What follows belongs to an exercise in optimizing a design on an open flow for small area, a short achievable clock period and few clock cycles per item; a production flow would make more cautious choices. Function was checked by simulation only, so behaviour that the tests miss may differ from the original.

== job 9305 ==
// sm4Core
module sm4Core (
  input  wire logic                             clk,
  input  wire logic                             rst_n,
  input  wire logic                             start,
  input  wire logic                             decrypt,
  input  wire logic [sm4CorePkg::BLOCK_W-1:0]   key,
  input  wire logic [sm4CorePkg::BLOCK_W-1:0]   textIn,
  output logic [sm4CorePkg::BLOCK_W-1:0]        textOut,
  output logic                                  done
);
export LEC_CHECK = 0
export CAP_MARGIN = 20
export CORE_MARGIN = 2
export CORE_UTILIZATION = 60
export SETUP_SLACK_MARGIN = 5
export SLEW_MARGIN = 20
export TNS_END_PERCENT = 0
create_clock -name core_clock -period 11.0 [get_ports {clk}]
standard.sh (not shown) runs the stock make flow with config.mk's settings and CLKGATE_MAP_FILE= SYNTH_SCRIPT=/design/flow/synth_recipe.tcl, a recipe that flattens the netlist after the stock synthesis.
==> flow/flow/run.sh <==
#!/bin/bash
# Own layout flow: the standard flow (standard.sh), with
#  - synthesis as standard.sh does it, except for the ABC mapping script
#    (flow/abc.script) used for the logic between the registers;
#  - the ORFS knobs in flow/knobs.txt added to the layout's make call.
# Registers, their names and cells are the standard synthesis's: the
# flip-flops are mapped before ABC runs and ABC does not touch them.
# Each tool's full output goes to a log file of its own in this folder.
set -euo pipefail
here=$(pwd)
fdir=$here/flow

# synthesis script: synth_recipe.tcl with ORFS's synth.tcl swapped for a copy
# whose abc call uses flow/abc.script.
sed "s#^  log_cmd abc {\*}\$abc_args#  set abc_args [lreplace \$abc_args 1 1 $fdir/abc.script]\n  log_cmd abc {*}\$abc_args#" \
  "$FLOW_HOME/scripts/synth.tcl" > "$here/own_synth.tcl"
grep -q "abc.script" "$here/own_synth.tcl"
sed "s#\$::env(SCRIPTS_DIR)/synth.tcl#$here/own_synth.tcl#" "$here/synth_recipe.tcl" > "$here/own_synth_recipe.tcl"
grep -q "own_synth.tcl" "$here/own_synth_recipe.tcl"

knobs=()
if [[ -f $fdir/knobs.txt ]]; then
  while IFS= read -r line; do
    [[ -n "$line" && "$line" != \#* ]] && knobs+=("$line")
  done < "$fdir/knobs.txt"
fi

bash standard.sh "SYNTH_SCRIPT=$here/own_synth_recipe.tcl" synth > "$here/synth.log" 2>&1
bash standard.sh "SYNTH_SCRIPT=$here/own_synth_recipe.tcl" "${knobs[@]}" finish > "$here/layout.log" 2>&1
test -f "$here/out/final.def"
==> flow/flow/abc.script <==
strash
balance
rewrite
refactor
balance
rewrite -z
balance
dch
map -B 0.9
topo
stime -c
buffer -c
upsize -c
dnsize -c
==> flow/flow/knobs.txt <==
BUFFER_PORTS_ARGS=-buffer_cell sky130_fd_sc_hd__buf_1
SETUP_SLACK_MARGIN=5.5
Testbench counts of job 9305, summed over its fixed seeds: cycles 56,002, blocks 1,600.
Changes in job 5676 relative to job 9305:
==> flow/flow/abc.script <==
strash
dch
map -B 0.9 -F 1
topo
stime -c
buffer -c
upsize -c
dnsize -c
[summary]
The flow for job 5676 finished, though final verification flagged capacitance limit.
Between job 5676 and job 9305, it is job 5676 whose fraction of area in multi-input gates is lower, by 0.34 points.
Of job 5676 and job 9305, job 5676 shows the higher final critical-path setup slack, with job 9305 below it.
Job 5676 vs. job 9305: wire length went down by 7.4%.
Compared with job 9305, job 5676 shows number of non-clock inverters in the layout that has gone down by more than 10%.
Job 9305 has a higher synthesized netlist net count than job 5676.
Job 9305 reports its cell with the largest stage delay on the worst path as sky130_fd_sc_hd__xor2_4 while job 5676 reports sky130_fd_sc_hd__buf_4.
Changes in job 2138 relative to job 5676:
Settings: a change of CORE_UTILIZATION from 60 to 55.
==> flow/flow/abc.script <==
strash
dch
map -B 0.9
topo
stime -c
buffer -c
upsize -c
dnsize -c
[summary]
- Job 2138: PASS, flow complete, no timing, DRC or antenna violations
- Against job 5676, distinct cell type count after synthesis in job 2138 rose slightly.
- From job 5676 to job 2138, synthesized flop and latch total did not move at all.
- Re deepest level of the CTS H-tree: no difference whatsoever between job 5676 and job 2138.
- Diff job 5676 and job 2138: part of the cycle the worst path needs higher in job 2138
- Job 2138 vs job 5676 — number of instances resized during post-cts repair climbed by a few percent
- Looking at via count across both flows, job 2138 is the stronger of the two, with job 5676 trailing.
Input-level comparison between job 428 and job 2138:
Settings: CORE_UTILIZATION now 60, was 55.
==> flow/flow/knobs.txt <==
BUFFER_PORTS_ARGS=-buffer_cell sky130_fd_sc_hd__buf_1
Notes after the runs:
- When the final numbers for job 2138 and job 428 were put side by side, the share of the clock period used by the worst path after layout turned out to be smaller in job 2138.
- Looking at portion of the layout cell area used by non-clock buffers, job 428 sits below job 2138.
- Die area (higher): job 2138
- Vias: job 428 fewer than job 2138

== exp/violet ==
The RTL this note starts from:
==> flow/design.v <==
`default_nettype none
package sm4TablesPkg;
  function automatic logic [1:0] gf4Mul(input logic [1:0] a, input logic [1:0] b);
    logic hh, ll, mm;
    hh = a[1] & b[1];
    ll = a[0] & b[0];
    mm = (a[1] ^ a[0]) & (b[1] ^ b[0]);
    gf4Mul = {mm ^ ll, hh ^ ll};
  endfunction
  function automatic logic [3:0] gf16Mul(input logic [3:0] a, input logic [3:0] b, input logic [1:0] nu);
    logic [1:0] hh, ll, mm;
    hh = gf4Mul(a[3:2], b[3:2]);
    ll = gf4Mul(a[1:0], b[1:0]);
    mm = gf4Mul(a[3:2] ^ a[1:0], b[3:2] ^ b[1:0]);
    gf16Mul = {mm ^ ll, gf4Mul(hh, nu) ^ ll};
  endfunction
  function automatic logic [3:0] gf16Inv2(input logic [3:0] a);
    case (a)
      4'd0: gf16Inv2 = 4'd0;
      4'd1: gf16Inv2 = 4'd1;
      4'd2: gf16Inv2 = 4'd3;
      4'd3: gf16Inv2 = 4'd2;
      4'd4: gf16Inv2 = 4'd15;
      4'd5: gf16Inv2 = 4'd12;
      4'd6: gf16Inv2 = 4'd9;
      4'd7: gf16Inv2 = 4'd11;
      4'd8: gf16Inv2 = 4'd10;
      4'd9: gf16Inv2 = 4'd6;
      4'd10: gf16Inv2 = 4'd8;
      4'd11: gf16Inv2 = 4'd7;
      4'd12: gf16Inv2 = 4'd5;
      4'd13: gf16Inv2 = 4'd14;
      4'd14: gf16Inv2 = 4'd13;
      4'd15: gf16Inv2 = 4'd4;
      default: gf16Inv2 = 4'd0;
    endcase
  endfunction
  function automatic logic [7:0] sbox(input logic [7:0] x);
    logic [7:0] t;
    logic [7:0] v;
    logic [3:0] ah, al, d, di;
    t[0] = x[1] ^ x[2] ^ x[5];
    t[1] = x[1] ^ x[4] ^ x[5] ^ x[6] ^ 1'b1;
    t[2] = x[2] ^ x[5] ^ x[7];
    t[3] = x[3] ^ x[4] ^ 1'b1;
    t[4] = x[0] ^ x[1] ^ x[2] ^ x[4] ^ x[6];
    t[5] = x[6] ^ 1'b1;
    t[6] = x[2] ^ x[7] ^ 1'b1;
    t[7] = x[0] ^ x[1] ^ x[2] ^ x[3] ^ x[4] ^ x[5] ^ x[6] ^ 1'b1;
    ah = t[7:4];
    al = t[3:0];
    d  = gf16Mul(ah, ah, 2'd2) ;
    d  = gf16Mul(d, 4'd9, 2'd2) ^ gf16Mul(ah, al, 2'd2) ^ gf16Mul(al, al, 2'd2);
    di = gf16Inv2(d);
    v  = {gf16Mul(ah, di, 2'd2), gf16Mul(ah ^ al, di, 2'd2)};
    sbox[0] = v[0] ^ v[2] ^ v[4] ^ v[6] ^ 1'b1;
    sbox[1] = v[0] ^ v[6] ^ 1'b1;
    sbox[2] = v[1] ^ v[2] ^ v[4] ^ v[5] ^ v[6];
    sbox[3] = v[0] ^ v[4] ^ v[6] ^ v[7];
    sbox[4] = v[1] ^ v[3] ^ v[7] ^ 1'b1;
    sbox[5] = v[1] ^ v[3] ^ v[5];
    sbox[6] = v[0] ^ v[1] ^ 1'b1;
    sbox[7] = v[0] ^ v[1] ^ v[2] ^ v[3] ^ v[5] ^ 1'b1;
  endfunction
  function automatic logic [31:0] ck(input logic [4:0] i);
    case (i)
      5'd0: ck = 32'h00070e15;
      5'd1: ck = 32'h1c232a31;
      5'd2: ck = 32'h383f464d;
      5'd3: ck = 32'h545b6269;
      5'd4: ck = 32'h70777e85;
      5'd5: ck = 32'h8c939aa1;
      5'd6: ck = 32'ha8afb6bd;
      5'd7: ck = 32'hc4cbd2d9;
      5'd8: ck = 32'he0e7eef5;
      5'd9: ck = 32'hfc030a11;
      5'd10: ck = 32'h181f262d;
      5'd11: ck = 32'h343b4249;
      5'd12: ck = 32'h50575e65;
      5'd13: ck = 32'h6c737a81;
      5'd14: ck = 32'h888f969d;
      5'd15: ck = 32'ha4abb2b9;
      5'd16: ck = 32'hc0c7ced5;
      5'd17: ck = 32'hdce3eaf1;
      5'd18: ck = 32'hf8ff060d;
      5'd19: ck = 32'h141b2229;
      5'd20: ck = 32'h30373e45;
      5'd21: ck = 32'h4c535a61;
      5'd22: ck = 32'h686f767d;
      5'd23: ck = 32'h848b9299;
      5'd24: ck = 32'ha0a7aeb5;
      5'd25: ck = 32'hbcc3cad1;
      5'd26: ck = 32'hd8dfe6ed;
      5'd27: ck = 32'hf4fb0209;
      5'd28: ck = 32'h10171e25;
      5'd29: ck = 32'h2c333a41;
      5'd30: ck = 32'h484f565d;
      5'd31: ck = 32'h646b7279;
      default: ck = 32'h0;
    endcase
  endfunction
  localparam logic [127:0] FK = {
    32'ha3b1bac6,
    32'h56aa3350,
    32'h677d9197,
    32'hb27022dc
  };
  function automatic logic [31:0] rotl(input logic [31:0] w, input int unsigned n);
    rotl = (w << n) | (w >> (32 - n));
  endfunction
  function automatic logic [31:0] tauSub(input logic [31:0] a);
    tauSub = {sbox(a[31:24]), sbox(a[23:16]), sbox(a[15:8]), sbox(a[7:0])};
  endfunction
  function automatic logic [31:0] dataT(input logic [31:0] x);
    logic [31:0] b;
    b = tauSub(x);
    dataT = b ^ rotl(b, 2) ^ rotl(b, 10) ^ rotl(b, 18) ^ rotl(b, 24);
  endfunction
  function automatic logic [31:0] keyT(input logic [31:0] x);
    logic [31:0] b;
    b = tauSub(x);
    keyT = b ^ rotl(b, 13) ^ rotl(b, 23);
  endfunction
endpackage
`default_nettype wire
`default_nettype none
package sm4CorePkg;
  localparam int WORD_W  = 32;
  localparam int BLOCK_W = 128;
  localparam int ROUNDS  = 32;
  localparam int ROUND_W = 5;
endpackage
`default_nettype wire
`default_nettype none
import sm4CorePkg::*;
module sm4Core (
  input  wire logic                             clk,
  input  wire logic                             rst_n,
  input  wire logic                             start,
  input  wire logic                             decrypt,
  input  wire logic [sm4CorePkg::BLOCK_W-1:0]   key,
  input  wire logic [sm4CorePkg::BLOCK_W-1:0]   textIn,
  output logic [sm4CorePkg::BLOCK_W-1:0]        textOut,
  output logic                                  done
);
  localparam logic [ROUND_W-1:0] CNT_LAST = ROUND_W'(ROUNDS - 1);
  logic               busy;
  logic               rounds;
  logic               decMode;
  logic               valid;
  logic [ROUND_W-1:0] cnt;
  logic [ROUND_W-1:0] cntNext;
  logic               accept;
  logic               hit;
  logic               lastRound;
  logic               toRounds;
  logic               keyBack;
  logic               saveEnd;
  logic [BLOCK_W-1:0] keyIn;
  logic [BLOCK_W-1:0] kw;
  logic [BLOCK_W-1:0] ko;
  assign keyIn     = key ^ sm4TablesPkg::FK;
  assign accept    = start && !busy;
  assign hit       = valid && (keyIn == kw);
  assign lastRound = busy && rounds && (cnt == '0);
  assign toRounds  = busy && !rounds && (!decMode || cnt == CNT_LAST);
  assign keyBack   = busy && decMode && rounds;
  always_comb
  begin
    if (accept)
      cntNext = hit ? (decrypt ? CNT_LAST : ROUND_W'(1)) : '0;
    else if (!busy || lastRound)
      cntNext = '0;
    else if (rounds ? decMode : (decMode && cnt == CNT_LAST))
      cntNext = rounds ? cnt - 1'b1 : cnt;
    else
      cntNext = cnt + 1'b1;
  end
  always_ff @(posedge clk or negedge rst_n)
  begin
    if (!rst_n)
    begin
      busy    <= 1'b0;
      rounds  <= 1'b0;
      decMode <= 1'b0;
      valid   <= 1'b0;
      cnt     <= '0;
      done    <= 1'b0;
    end
    else
    begin
      done <= lastRound;
      cnt  <= cntNext;
      if (accept)
      begin
        busy    <= 1'b1;
        rounds  <= hit;
        decMode <= decrypt;
      end
      else
      begin
        if (lastRound)
        begin
          busy  <= 1'b0;
          valid <= 1'b1;
        end
        if (toRounds)
          rounds <= 1'b1;
      end
    end
  end
  logic [WORD_W-1:0] ckReg;
  always_ff @(posedge clk)
    ckReg <= sm4TablesPkg::ck(cntNext);
  logic [WORD_W-1:0] k0, k1, k2, k3;
  logic [WORD_W-1:0] tk;
  logic [WORD_W-1:0] e0, e1, e2, e3;
  logic              stepFwd;
  logic              stepBack;
  logic              encEnd;
  assign {k0, k1, k2, k3} = kw;
  assign tk = sm4TablesPkg::keyT(k1 ^ k2 ^ (keyBack ? k0 : k3) ^ ckReg);
  assign encEnd   = lastRound && !decMode;
  assign stepFwd  = (accept && hit && !decrypt) || (busy && !keyBack && !encEnd);
  assign stepBack = busy && keyBack;
  always_comb
  begin
    if (accept && !hit)
      {e0, e1, e2, e3} = keyIn;
    else if ((accept && decrypt) || encEnd)
      {e0, e1, e2, e3} = ko;
    else if (stepFwd)
      {e0, e1, e2, e3} = {k1, k2, k3, k0};
    else if (stepBack)
      {e0, e1, e2, e3} = {k3, k0, k1, k2};
    else
      {e0, e1, e2, e3} = kw;
  end
  always_ff @(posedge clk)
    kw <= {(tk & {WORD_W{stepBack}}) ^ e0, e1, e2, (tk & {WORD_W{stepFwd}}) ^ e3};
  assign saveEnd = busy && (decMode ? (rounds && cnt == CNT_LAST)
                                    : (!rounds || cnt == '0));
  always_ff @(posedge clk)
  begin
    if ((accept && hit && !decrypt) || saveEnd)
      ko <= kw;
  end
  logic [WORD_W-1:0] x0, x1, x2, x3;
  logic [WORD_W-1:0] ty;
  logic              dataRound;
  assign dataRound = busy && rounds;
  assign ty = sm4TablesPkg::dataT(x1 ^ x2 ^ x3 ^ k3);
  always_ff @(posedge clk)
  begin
    if (accept)
      {x0, x1, x2} <= textIn[127:32];
    else if (dataRound)
      {x0, x1, x2} <= {x1, x2, x3};
  end
  always_ff @(posedge clk)
    x3 <= (ty & {WORD_W{dataRound}}) ^ (accept ? textIn[31:0] : (dataRound ? x0 : x3));
  assign textOut = {x3, x2, x1, x0};
endmodule
`default_nettype wire
export LEC_CHECK = 0
export CAP_MARGIN = 20
export CORE_MARGIN = 2
export CORE_UTILIZATION = 40
export SETUP_SLACK_MARGIN = 4
export SLEW_MARGIN = 20
export TNS_END_PERCENT = 0
create_clock -name core_clock -period 11.0 [get_ports {clk}]
run.sh (not shown) runs the stock make flow with config.mk's settings and CLKGATE_MAP_FILE= SYNTH_SCRIPT=/design/flow/synth_recipe.tcl, a recipe that flattens the netlist after the stock synthesis.
Stock flow here: none of the scripts above is used.
Testbench counts of exp/violet, summed over its fixed seeds: cycles 55,796, blocks 1,600.
Input-level comparison between exp/juniper and exp/violet:
Settings: CORE_UTILIZATION now 60, was 40; SETUP_SLACK_MARGIN now 5, was 4.
==> flow/flow/run.sh (new file) <==
#!/bin/bash
# Own layout flow: the standard flow (standard.sh), with
#  - synthesis as standard.sh does it, except for the ABC mapping script
#    (flow/abc.script) used for the logic between the registers;
#  - the ORFS knobs in flow/knobs.txt added to the layout's make call.
# Registers, their names and cells are the standard synthesis's: the
# flip-flops are mapped before ABC runs and ABC does not touch them.
# Each tool's full output goes to a log file of its own in this folder.
set -euo pipefail
here=$(pwd)
fdir=$here/flow

# synthesis script: synth_recipe.tcl with ORFS's synth.tcl swapped for a copy
# whose abc call uses flow/abc.script.
sed "s#^  log_cmd abc {\*}\$abc_args#  set abc_args [lreplace \$abc_args 1 1 $fdir/abc.script]\n  log_cmd abc {*}\$abc_args#" \
  "$FLOW_HOME/scripts/synth.tcl" > "$here/own_synth.tcl"
grep -q "abc.script" "$here/own_synth.tcl"
sed "s#\$::env(SCRIPTS_DIR)/synth.tcl#$here/own_synth.tcl#" "$here/synth_recipe.tcl" > "$here/own_synth_recipe.tcl"
grep -q "own_synth.tcl" "$here/own_synth_recipe.tcl"

knobs=()
if [[ -f $fdir/knobs.txt ]]; then
  while IFS= read -r line; do
    [[ -n "$line" && "$line" != \#* ]] && knobs+=("$line")
  done < "$fdir/knobs.txt"
fi

bash standard.sh "SYNTH_SCRIPT=$here/own_synth_recipe.tcl" synth > "$here/synth.log" 2>&1
bash standard.sh "SYNTH_SCRIPT=$here/own_synth_recipe.tcl" "${knobs[@]}" finish > "$here/layout.log" 2>&1
test -f "$here/out/final.def"
==> flow/flow/abc.script (new file) <==
&get -n
&st
&dch
&nf
&st
&syn2
&if -g -K 6
&synch2
&nf
&st
&syn2
&if -g -K 6
&synch2
&nf
&st
&syn2
&if -g -K 6
&synch2
&nf
&st
&syn2
&if -g -K 6
&synch2
&nf
&st
&syn2
&if -g -K 6
&synch2
&nf
&put
buffer -c
topo
stime -c
upsize -c
dnsize -c
==> flow/flow/knobs.txt (new file) <==
BUFFER_PORTS_ARGS=-buffer_cell sky130_fd_sc_hd__buf_1
==> flow/standard.sh (new file) <==
#!/bin/bash
# synth_recipe.tcl (not shown) runs the flow's synth.tcl, then flattens the netlist and writes it again
# the make line also repeats each setting of config.mk as NAME=value (left out here)
make -C /OpenROAD-flow-scripts/flow DESIGN_CONFIG=/design/flow/config.mk WORK_HOME=/design/flow/orfs CLKGATE_MAP_FILE= SYNTH_SCRIPT=/design/flow/synth_recipe.tcl "${@:-finish}"
removed: flow/run.sh
Findings:
Taking exp/violet as the reference, in exp/juniper required time of the worst setup path rose by 0.08 ns, synthesized cell count held, core utilization of the finished layout saw an increase. exp/juniper against exp/violet: met2 routing resource usage after global routing increased by 18 points relative to the old numbers; number of clock-tree buffers in the layout moved up; worst-path maximum fanout fell 26.
Modified inputs, exp/raven compared to exp/juniper
Settings: a change of CORE_UTILIZATION from 60 to 40; a deleted TNS_END_PERCENT that had been 0.
==> flow/run.sh (new file) <==
#!/bin/bash
# synth_recipe.tcl (not shown) runs the flow's synth.tcl, then flattens the netlist and writes it again
# the make line also repeats each setting of config.mk as NAME=value (left out here)
make -C /OpenROAD-flow-scripts/flow DESIGN_CONFIG=/design/flow/config.mk WORK_HOME=/design/flow/orfs CLKGATE_MAP_FILE= SYNTH_SCRIPT=/design/flow/synth_recipe.tcl finish
removed: flow/flow/run.sh
removed: flow/flow/abc.script
removed: flow/flow/knobs.txt
removed: flow/standard.sh
### Flow results
- To summarise exp/raven: no stage aborted, but the layout did not pass its checks, failing on capacitance limit, slew limit.
- Summary of exp/raven over exp/juniper: count of cell instances traversed by the critical path now sits higher; non-clock buffer count now sits higher; wire length of the first global-routing pass now sits higher.
- Comparing exp/juniper against exp/raven, there is no change at all in synthesized cell area.
- Fmax (lower): exp/juniper
- Re number of antenna violations at the first check in global routing: exp/juniper and exp/raven aren't equal, and the higher value belongs to exp/raven.
Modified inputs, exp/willow compared to exp/raven
Settings: TNS_END_PERCENT now 0, previously not set.
==> run notes <==
- Minimum clock period: exp/willow vs exp/raven down 0.042 ns
- exp/willow improves on exp/raven in relative slew slack.
- exp/raven and exp/willow: one clean run, exp/willow; the rest did not finish clean.
- In exp/raven the implementation ran to completion but is not tape-out ready, as the final checks report capacitance limit, slew limit.

what the ideal ports hide:
In the flow no input, the clock included, has a driving cell. The finished layouts below were timed again as built, in two steps. Step 1 (the two cells are an assumption about what drives the block):
set clk [get_ports {clk}]
set_driving_cell -lib_cell sky130_fd_sc_hd__clkbuf_16 $clk
set_driving_cell -lib_cell sky130_fd_sc_hd__buf_2 [delete_from_list [all_inputs] $clk]
Step 2 times the ports against the registers' clock, not the clock port: input delays grow and output delays shrink by t, the midpoint of the rising clock arrivals with the driver on. a / b / c = ideal / step 1 / step 2; a / b = the first two.
| run | t (ns) | setup WS [ns] | worst setup path after step 2 |
|---|---|---|---|
| job 9305 | 0.702 | 5.366 / 5.366 / 4.928 | input to register |
| job 5676 | 0.682 | 5.547 / 5.592 / 4.910 | input to register |
| job 2138 | 0.673 | 5.424 / 5.457 / 4.783 | input to register |
| job 428 | 0.657 | 5.150 / 5.150 / 4.637 | input to register |
| exp/violet | 0.690 | 3.887 / 3.917 / 3.227 | input to register |
| exp/juniper | 0.671 | 4.374 / 4.390 / 3.732 | input to register |
| exp/raven | 0.688 | 4.446 / 4.446 / 3.907 | input to register |
| exp/willow | 0.694 | 4.488 / 4.520 / 3.826 | input to register |
The setup slack of exp/willow, which loses most, moves by +0.032 ns with the drivers and by -0.662 ns with both steps.
